This design comes from an exercise in tuning for small area and a short achievable clock period on the open sky130 flow, not from production work.
In this exercise RTL edits were held to simulation tests only and were not proved equivalent to the original.
Power figures rest on the tool's default switching activity, not on a simulated workload.

--- design/flow/config.mk ---
export PLATFORM = sky130hd
export DESIGN_NAME = ibexc_data_tag_bridge
export DESIGN_NICKNAME = ibexc_data_tag_bridge
export VERILOG_FILES = /design/flow/design.v
export SDC_FILE = /design/flow/constraint.sdc
export NUM_CORES = 4
export LEC_CHECK = 0
export CAP_MARGIN = 20
export CORE_MARGIN = 2
export CORE_UTILIZATION = 40
export SETUP_SLACK_MARGIN = 0.8
export SLEW_MARGIN = 20
--- design/flow/run.sh ---
#!/bin/bash
# synth_recipe.tcl (not shown) runs the flow's synth.tcl, then flattens the netlist and writes it again
# the make line also repeats each setting of config.mk as NAME=value (left out here)
make -C /OpenROAD-flow-scripts/flow DESIGN_CONFIG=/design/flow/config.mk WORK_HOME=/design/flow/orfs CLKGATE_MAP_FILE= SYNTH_SCRIPT=/design/flow/synth_recipe.tcl finish
--- design/flow/constraint.sdc ---
create_clock -name core_clock -period 7.0 [get_ports {clk_i}]
set_input_delay 1.4000 -clock core_clock [delete_from_list [all_inputs] [get_ports {clk_i}]]
set_output_delay 1.4000 -clock core_clock [all_outputs]
set_load 0.01 [all_outputs]
--- design/flow/design.v ---
module ibexc_data_tag_bridge #(
    parameter logic [31:0] TagBase        = 32'h2001_0000,
    parameter int          NumGranules    = 2048,
    parameter int          MaxOutstanding = 2
) (
    input  logic        clk_i,
    input  logic        rst_ni,
    input  logic        core_req_i,
    output logic        core_gnt_o,
    output logic        core_rvalid_o,
    input  logic        core_we_i,
    input  logic [3:0]  core_be_i,
    input  logic [31:0] core_addr_i,
    input  logic [32:0] core_wdata_i,
    input  logic        core_is_cap_i,
    output logic [32:0] core_rdata_o,
    output logic        core_err_o,
    output logic        bus_req_o,
    input  logic        bus_gnt_i,
    input  logic        bus_rvalid_i,
    output logic        bus_we_o,
    output logic [3:0]  bus_be_o,
    output logic [31:0] bus_addr_o,
    output logic [31:0] bus_wdata_o,
    input  logic [31:0] bus_rdata_i,
    input  logic        bus_err_i,
    output logic        protocol_err_o
);
    localparam int IdxW = $clog2(NumGranules);
    localparam int PtrW = (MaxOutstanding > 1) ? $clog2(MaxOutstanding) : 1;
    localparam int CntW = $clog2(MaxOutstanding + 1);
    localparam logic [32:0] RegionBytes = NumGranules * 8;
    localparam int EntryW = IdxW + 4;
    typedef struct packed {
        logic            we;
        logic            is_cap;
        logic            in_region;
        logic [IdxW-1:0] idx;
        logic            wtag;
    } entry_t;
    logic [EntryW-1:0] fifo_q [MaxOutstanding];
    logic [PtrW-1:0]   rd_ptr_q;
    logic [PtrW-1:0]   wr_ptr_q;
    logic [CntW-1:0]   count_q;
    logic [NumGranules-1:0] tags_q;
    logic              protocol_err_q;
    logic        full;
    logic        empty;
    logic        push;
    logic        pop;
    logic [31:0] offset;
    logic        in_region;
    entry_t      new_entry;
    entry_t      head;
    logic        head_tag;
    localparam logic [PtrW-1:0] PtrLast = MaxOutstanding - 1;
    localparam logic [CntW-1:0] CntFull = MaxOutstanding;
    logic [PtrW-1:0] wr_ptr_next;
    logic [PtrW-1:0] rd_ptr_next;
    assign wr_ptr_next = (wr_ptr_q == PtrLast) ? '0 : wr_ptr_q + 1'b1;
    assign rd_ptr_next = (rd_ptr_q == PtrLast) ? '0 : rd_ptr_q + 1'b1;
    assign full  = (count_q == CntFull);
    assign empty = (count_q == '0);
    assign bus_req_o   = core_req_i & ~full;
    assign core_gnt_o  = bus_gnt_i & ~full;
    assign bus_we_o    = core_we_i;
    assign bus_be_o    = core_be_i;
    assign bus_addr_o  = core_addr_i;
    assign bus_wdata_o = core_wdata_i[31:0];
    assign offset    = core_addr_i - TagBase;
    assign in_region = ({1'b0, offset} < RegionBytes);
    always_comb begin
        new_entry           = '0;
        new_entry.we        = core_we_i;
        new_entry.is_cap    = core_is_cap_i;
        new_entry.in_region = in_region;
        new_entry.idx       = offset[IdxW+2:3];
        new_entry.wtag      = core_wdata_i[32];
    end
    assign push     = core_gnt_o;
    assign pop      = bus_rvalid_i & ~empty;
    assign head     = fifo_q[rd_ptr_q];
    assign head_tag = tags_q[head.idx];
    assign core_rvalid_o     = pop;
    assign core_err_o        = pop & bus_err_i;
    assign core_rdata_o[31:0] = rst_ni ? bus_rdata_i : 32'h0;
    assign core_rdata_o[32]  = pop & ~head.we & head.is_cap & head.in_region
                               & ~bus_err_i & head_tag;
    assign protocol_err_o    = protocol_err_q;
    always_ff @(posedge clk_i) begin
        if (push) begin
            fifo_q[wr_ptr_q] <= new_entry;
        end
    end
    always_ff @(posedge clk_i or negedge rst_ni) begin
        if (!rst_ni) begin
            rd_ptr_q       <= '0;
            wr_ptr_q       <= '0;
            count_q        <= '0;
            tags_q         <= '0;
            protocol_err_q <= 1'b0;
        end else begin
            if (push) begin
                wr_ptr_q <= wr_ptr_next;
            end
            if (pop) begin
                rd_ptr_q <= rd_ptr_next;
            end
            case ({push, pop})
                2'b10:   count_q <= count_q + 1'b1;
                2'b01:   count_q <= count_q - 1'b1;
                default: count_q <= count_q;
            endcase
            if (pop && head.we && head.in_region && !bus_err_i) begin
                tags_q[head.idx] <= head.is_cap ? head.wtag : 1'b0;
            end
            if (bus_rvalid_i && empty) begin
                protocol_err_q <= 1'b1;
            end
        end
    end
endmodule
==> results.cfg <==
[synthesis]
synth.net_count = 11142
synth_cells = 11031
muxShareOfSynthArea_pct = 4.25
yosys.area_share.xor_xnor_pct = 0.179
synth_cell_type_count = 75
synth_top_cell_area_share_pct = 50.0
netlist_area_sq_um = 103000
synth-seq-cells = 2083
avgSynthCellArea_sq_um = 9.31
synth-main-ff-cell = dfrtp_1
synth_top_family_by_area = compound AO/OA/AOI/OAI gates
ys_async_sr_fraction_pct = 98.6
synthSimpleGateAreaFrac_pct = 10.7
synth_largest_area_cell = dfrtp_1
synth-adder-area-share_pct = 0.0244
yosys_warnings = 1
synth_edf_count = 30
synthTopCellsByArea = dfrtp_1 50%, o31ai_1 11%, o21ai_0 7.6%
synth_compound_area_share_pct = 28.2
ys_seq_area_share_pct = 50.9

[sta]
final_max_slew_viol_count = 0
setup_tns_ns = 0
report.final.hold_viol_count = 0
worst_slack_ns = 0.552
period_needed_ns = 6.45
fmaxAchievable_ghz = 0.155
setup_viol = 0
rsz0062_at_grt = yes
slew_headroom_pct = 16.5
fin_skew_ns = 0.0404
fin_crit_sh_pct = 92.1
max_slew.worst_pin.slew_ns = 1.25
hold_slack_ns = 0.469

[global_routing]
grt-ovfl-total = 0
antenna_found_initial = 15
grt_max_degree = 174
grt_usage_pct = 35.0
grt_pass1_vias = 89358
grt_first_pass_wirelength_microns = 669000

[finish]
regArea_sq_um = 52300
drive_gt1_share_pct = 11.8
multi_input_area_sq_um = 46300
final_nets = 10767
syn2layout_area_growth_pct = 15.8
layout.cells.non_filler = 14247
fillers = 23976
final_area_sq_um = 119000

[pwr]
p_leak_nw = 47.9
p_seq_share_pct = 28.7
pwr_density_cell_nw_per_um2 = 360
p_sw_share_pct = 44.0
p_sw_mw = 18.8
power_frac_comb_pct = 41.4
ir_drop_mv = 0.298
pwr-share-clk_pct = 29.9
p_int_mw = 24.0

[place]
numPortBuffers = 137
place_congestion = 0.994
dpl.hpwl_microns = 277000
place_area_sq_um = 107000
placed_cells = 13652
place_ws_ns = -0.119

[detailed_routing]
first_pass_iters = 7
vias_per_cell = 6.79
drc = 0
ant_nets = 0
vias = 96736
drt_wl_total_microns = 475000
wire_per_inst_microns = 33.3
drt-initial-drc-count = 16222

[outcome]
outcome = complete, no violations

[worst_setup_path]
crit_arrival_ns = 5.05
path_max_fanout = 17
end_kind = primary output
crit_family = compound AO/OA/AOI/OAI gates
crit_slowest_cell = nor4_1
crit_chain = buf_12 > buf_12 > nor2b_4 > a22oi_2 > buf_4 > buf_6 > a21oi_1 > nor4_1 > or4_4 > a21oi_4 > o221ai_4 > a221o_1 > a311oi_2 > a41o_4 > buf_12 > buf_6
required_ns = 5.60
critPathBufInv = 6
critical_path.max_stage_delay_ns = 0.53
cp_common_cell = buf_12
critPathLaunchType = flip-flop
crit_type = flip-flop to primary output

[worst_hold_path]
hold_path.class = input port to asynchronous set/reset pin

[clock_tree]
cts_tree = yes
clock-sinks = 2083
path_clk_slew_ns = 0.06
cts_buffer_depth = 3
cts_buffers = 226
cts_root_buf = clkbuf_16
htree_levels = 4
insertion_delay_ns = 0.93

[die]
num_io_pins = 216
rows = 186
die_area_sq_um = 261000
start_util_pct = 40.1
die_w_microns = 511
core_sq_um = 256000
dieHeight_microns = 511

[run]
drv_cap = 0
## per-stage QoR
| step | utilization (%) | power (mW) |
|---|---|---|
| final | 46.5 | 42.8 |
| after global placement | 41.7 | 26.4 |
| after global routing | 46.5 | 43.1 |
| after detailed placement | 41.7 | 26.4 |
| after floorplan | - | 19.5 |
| after CTS | 46.0 | 41.2 |
## kinds of logic after synthesis
family          after synthesis
mux                         342
simple gates               2574
xor+xnor                     21
compound gates             4691
buf+inv                    1318
fa+ha+maj                     2
flops                      2083
## worst reg2reg max path, stage by stage, from the launching register on
cell	delay, ns
dfrtp_4	0.52
buf_12	0.16
buf_12	0.15
mux2_8	0.47
buf_16	0.28
nor2_2	0.15
buf_4	0.37
nand2_2	0.24
nor3_1	0.38
xnor2_1	0.32
nand2_2	0.66
nor2_1	1.10
nand2_1	0.57
o21ai_0	0.31
o31ai_1	0.10
## placed cells by master (no fill, tap or decap), drive strengths merged, types with 17 or more instances in the layout
| master | synthesis | layout |
|---|---|---|
| a2111oi | 17 | 17 |
| a21oi | 722 | 722 |
| a311oi | 27 | 27 |
| a31oi | 577 | 577 |
| a32oi | 21 | 21 |
| and2 | 37 | 37 |
| and3 | 69 | 69 |
| buf | 444 | 532 |
| bufbuf | 0 | 20 |
| bufinv | 0 | 18 |
| clkbuf | 868 | 346 |
| clkdlybuf4s50 | 0 | 135 |
| clkinv | 0 | 65 |
| dfrtp | 2053 | 2053 |
| edfxtp | 30 | 30 |
| mux2i | 256 | 256 |
| mux4 | 72 | 72 |
| nand2 | 1574 | 1574 |
| nand3 | 539 | 539 |
| nand4 | 24 | 24 |
| nor2 | 219 | 220 |
| nor3 | 22 | 22 |
| nor4 | 57 | 57 |
| o2111ai | 59 | 59 |
| o21ai | 1568 | 1568 |
| o22ai | 72 | 72 |
| o31ai | 1533 | 1533 |
| xnor2 | 18 | 18 |
## layout make-up
type,count,share of cell area (%)
repair inverters,9,0.172
multi-input cells,7635,39.0
clock buffers,338,5.72
inverters,6,0.0631
diodes,12,0.0252
flip-flops and latches,2083,43.9
clock inverters,85,0.908
well taps,3384,3.56
repair buffers,695,6.66
## cells in the mapped netlist (all sizes together) (5+ instances only)
cell     number
a2111oi      17
a21oi       722
a221oi        9
a22oi        11
a311oi       27
a31oi       577
a32o         16
a32oi        21
and2         37
and3         69
buf         444
clkbuf      868
dfrtp      2053
edfxtp       30
inv           6
mux2         14
mux2i       256
mux4         72
nand2      1574
nand3       539
nand4        24
nor2        219
nor2b         6
nor3         22
nor4         57
o2111ai      59
o21ai      1568
o221ai       14
o22ai        72
o311ai        5
o31ai      1533
or4           6
xnor2        18
## sequential cells by signal, summed over array words and instances (netlist names)
| name | cells |
|---|---|
| tags_q | 2048 |
| fifo_q | 30 |
| count_q | 2 |
| protocol_err_q | 1 |
| rd_ptr_q | 1 |
| wr_ptr_q | 1 |
## power by group through the flow
stage | combinational (mW) | sequential [mW] | clock (mW)
after global placement | 13.8 | 12.5 | 0
after floorplan | 7.00 | 12.5 | 0
after CTS | 16.1 | 12.3 | 12.8
after global routing | 17.5 | 12.3 | 13.3
final | 17.7 | 12.3 | 12.8
after detailed placement | 13.9 | 12.5 | 0
## path summary, 6_finish.rpt
path | start | end | slack [ns] | cells after the start
setup / recovery | rd_ptr_q$_DFFE_PN0P_ | core_rdata_o[32] | 0.55 | 16
hold / removal | rst_ni | tags_q[1197]$_DFFE_PN0P_ | 0.47 | 1
setup reg to reg | rd_ptr_q$_DFFE_PN0P_ | tags_q[1344]$_DFFE_PN0P_ | 1.05 | 14
hold reg to reg | protocol_err_q$_DFFE_PN0P_ | protocol_err_q$_DFFE_PN0P_ | 0.47 | 1
max in group asynchronous | rst_ni | tags_q[1524]$_DFFE_PN0P_ | 3.90 | 5
min in group core_clock | protocol_err_q$_DFFE_PN0P_ | protocol_err_q$_DFFE_PN0P_ | 0.47 | 1
## per-layer routing
layer  vias up  GRT usage, %  wire, microns
met5         -             0            102
met4        16          23.5          36300
met3      1463          10.7          63100
met2      7137          48.9         194000
met1     47762          46.6         182000
li1      40358             -              -
## repair_timing
action	CTS	global route
buffers inserted	85	22
setup endpoints to repair	7	1
hold buffers	0	0
cloned	40	9
pin swaps	34	42
gates resized for setup	242	121

what the ideal ports hide:
In the flow no input, the clock included, has a driving cell. The finished layout below was timed again as built, in two steps. Step 1 assumes that a clkbuf_16 drives the clock port and a buf_2 every other input. Step 2, shift: input delay + t, output delay - t, t = (earliest + latest rising clock arrival at the registers) / 2. This alone moves slack from input paths to output paths. a / b / c = no drivers / after step 1 / after step 2; a / b = the first two.
t, ns: 1.009
setup slack, ns: 0.552 / 0.459 / 0.941
worst setup path at the end: input to output
slew at the worst register clock pin (ns): 0.07 / 0.07
worst slew at a driven data input, ns: 0.08
After both steps setup and hold are still met in this run. For this run, drivers alone change the setup slack by -0.093 ns; drivers and shift together by +0.389 ns.
